What follows belongs to an exercise in optimizing a design on an open flow for small area, a short achievable clock period and few clock cycles per item; a production flow would make more cautious choices. Function was checked by simulation only, so behaviour that the tests miss may differ from the original. Power and IR drop assume default switching activity.

Design write_ring_offset_lookup_core, start of the top module:
module write_ring_offset_lookup_core #(
   parameter int SLOTS       = wrol_pkg::DEF_SLOTS,
   parameter int LENGTH_BITS = wrol_pkg::DEF_LENGTH_BITS
) (
   input  wire logic                            clock,
   input  wire logic                            reset,
   input  wire logic                            req_tvalid,
   output      logic                            req_tready,
   input  wire logic                            req_tuser,
   input  wire logic [wrol_pkg::REQ_DATA_W-1:0] req_tdata,
   output      logic                            rsp_tvalid,
   input  wire logic                            rsp_tready,
   output      logic                            rsp_tuser,
   output      logic [wrol_pkg::RSP_DATA_W-1:0] rsp_tdata
);
   localparam int HW = wrol_pkg::HANDLE_W;
   localparam int SW = wrol_pkg::SUM_W;
   localparam int LW = wrol_pkg::OUT_LEN_W;
   logic                shift;
   logic [SLOTS-1:0]    valid;
   logic [SLOTS*HW-1:0] handles;
   logic [SLOTS*SW-1:0] sums;
   logic [SW-1:0]       base;
   logic [3:0]          wr_slot_ff;
   logic s_v_ff;
   logic s_lookup_ff;
   logic [LW-1:0] s_len_ff;
   logic [HW-1:0] s_handle_ff;
   logic take;
   logic a_v_ff, b_v_ff, c_v_ff, d_v_ff, o_v_ff;
   logic a_free, b_free, c_free, d_free, o_free;
   logic          a_lookup_ff;
   logic [LW-1:0] a_len_ff;      
   logic [HW-1:0] a_handle_ff;   
   logic          b_lookup_ff;
   logic [SW-1:0] b_sum_ff;
   logic [HW-1:0] b_handle_ff;
   logic             c_lookup_ff;
   logic [SLOTS-1:0] c_hv_ff;       
   logic [LW-1:0]    c_x_ff;        
  ...
Size: about 1400 flip-flops, ~200 I/O pins, ~64000 um2 of cells after synthesis.
export LEC_CHECK = 0
export CAP_MARGIN = 20
export CORE_MARGIN = 2
export CORE_UTILIZATION = 55
export CTS_BUF_LIST = sky130_fd_sc_hd__clkbuf_4 sky130_fd_sc_hd__clkbuf_8
export SETUP_SLACK_MARGIN = 2.9
export SLEW_MARGIN = 20
export TNS_END_PERCENT = 20
create_clock -name core_clock -period 6.0 [get_ports {clock}]
run.sh (not shown) runs the stock make flow with config.mk's settings and CLKGATE_MAP_FILE= SYNTH_SCRIPT=/design/flow/synth_recipe.tcl, a recipe that flattens the netlist after the stock synthesis.
Testbench counts at the start, summed over its fixed seeds: cycles 8,040, items 8,000.
Then changed:
- CORE_UTILIZATION: 55 -> 40
- CTS_BUF_LIST: sky130_fd_sc_hd__clkbuf_4 sky130_fd_sc_hd__clkbuf_8 -> sky130_fd_sc_hd__clkbuf_4
- TNS_END_PERCENT: 20 -> default
What happened:
- The changed run passed the timing, DRC and antenna checks
- worst setup slack improves by 0.036 ns
- critical path depth falls by 7
- die area rises by about 37%
- sequential power is about the same
- final area rises by 1.2%
- clock skew rises by 0.095 ns
- total power rises by 0.62%
- first-iteration DRC count rises by 6.9%
- via count rises by about 3%
Then changed:
- CTS_BUF_LIST: sky130_fd_sc_hd__clkbuf_4 -> default
- SETUP_SLACK_MARGIN: 2.9 -> 3.6
Outcome:
- hold slack is better by 0.0063 ns
- design area rises by a little under a tenth
- synthesized cell count does not change
- register-to-register slack got worse by 0.02 ns
- worst setup slack degrades by 0.011 ns

---

job 8962:
write_ring_offset_lookup_core, a different RTL version from the one above (not shown whole).
For scale: about 4,400 cells after synthesis, about 1,400 flip-flops, about 200 I/O pins, roughly 62,000 µm² of cells after synthesis.
make LEC_CHECK=0 CAP_MARGIN=20 CORE_MARGIN=2 CORE_UTILIZATION=40 CTS_BUF_LIST=sky130_fd_sc_hd__clkbuf_4 SETUP_SLACK_MARGIN=2.9 SLEW_MARGIN=20 TNS_END_PERCENT=10 finish   # period 6.0 ns
Testbench counts of job 8962, summed over its fixed seeds: cycles 8,032, items 8,000.
What job 7371 does differently from job 8962 at the input level:
--- a/flow/config.mk
+++ b/flow/config.mk
@@ -6,9 +6,8 @@
 export NUM_CORES = 4
 export LEC_CHECK = 0
-export CAP_MARGIN = 20
+export CAP_MARGIN = 10
 export CORE_MARGIN = 2
 export CORE_UTILIZATION = 40
 export CTS_BUF_LIST = sky130_fd_sc_hd__clkbuf_4
 export SETUP_SLACK_MARGIN = 2.9
-export SLEW_MARGIN = 20
-export TNS_END_PERCENT = 10
+export SLEW_MARGIN = 10
Notes after the runs:
Between job 7371 and job 8962, the post-route fraction of the period consumed by the critical path is lower for job 7371.
Comparing job 7371 and job 8962, the higher total number of cells along the worst setup path was measured on job 7371.
Compared job 7371 vs job 8962, and fraction of area in registers is down in job 7371.
Combinational power: lower on job 8962
Looking at non-filler instance count after layout, job 7371 sits about 0.7% higher than job 8962 does.
In the final reports, the cell area of job 7371 is larger than that of job 8962.
The inputs of job 4093 differ from those of job 7371 as listed below.
--- a/flow/config.mk
+++ b/flow/config.mk
@@ -6,8 +6,8 @@
 export NUM_CORES = 4
 export LEC_CHECK = 0
-export CAP_MARGIN = 10
+export CAP_MARGIN = 20
 export CORE_MARGIN = 2
-export CORE_UTILIZATION = 40
+export CORE_UTILIZATION = 60
 export CTS_BUF_LIST = sky130_fd_sc_hd__clkbuf_4
 export SETUP_SLACK_MARGIN = 2.9
-export SLEW_MARGIN = 10
+export SLEW_MARGIN = 20
--- outcome ---
Taking job 7371 as the reference point, the combinational cell fraction of total power of job 4093 falls by 0.5 points.
Compared with job 7371, in job 4093 design area has decreased, post-route clock period utilization has decreased.
Diff job 7371 -> job 4093: count of final setup violators neither gained nor lost much; largest net degree at the start of global routing climbed about 8%.
Of job 4093 and job 7371, the run reporting the lower core utilization was job 7371.
Job 7371 -> job 4093: fraction of synthesized cell area in xor and xnor cells delta 0, exact match
Residual DRC count came out exactly the same in job 4093 and job 7371.

## port drivers added, routing unchanged
The flow's constraints put no driver on any port. The routed layouts listed below were extracted and timed again, unchanged, in two steps. Step 1 assumes that a clkbuf_16 drives the clock port and a buf_2 every other input. Step 2, shift: input delay + t, output delay - t, t = (earliest + latest rising clock arrival at the registers) / 2. This alone moves slack from input paths to output paths. a / b / c = no drivers / after step 1 / after step 2; a / b = the first two.
run	t (ns)	setup WS [ns]	worst data-port slew with drivers (ns)	cell pins on the clock port's net
the first run of note 1	1.008	2.728 / 2.728 / 2.036	0.05	1
the second run of note 1	1.393	2.764 / 2.683 / 2.044	0.08	1
the third run of note 1	0.901	2.753 / 2.753 / 2.753	0.08	1
job 8962	1.371	2.658 / 2.658 / 1.525	0.08	1
job 7371	1.323	2.743 / 2.756 / 1.470	0.09	1
job 4093	1.240	2.790 / 2.801 / 1.596	0.06	1
After both steps setup and hold are still met in every run listed. For job 7371, which loses most, drivers alone change the setup slack by +0.013 ns; drivers and shift together by -1.273 ns.
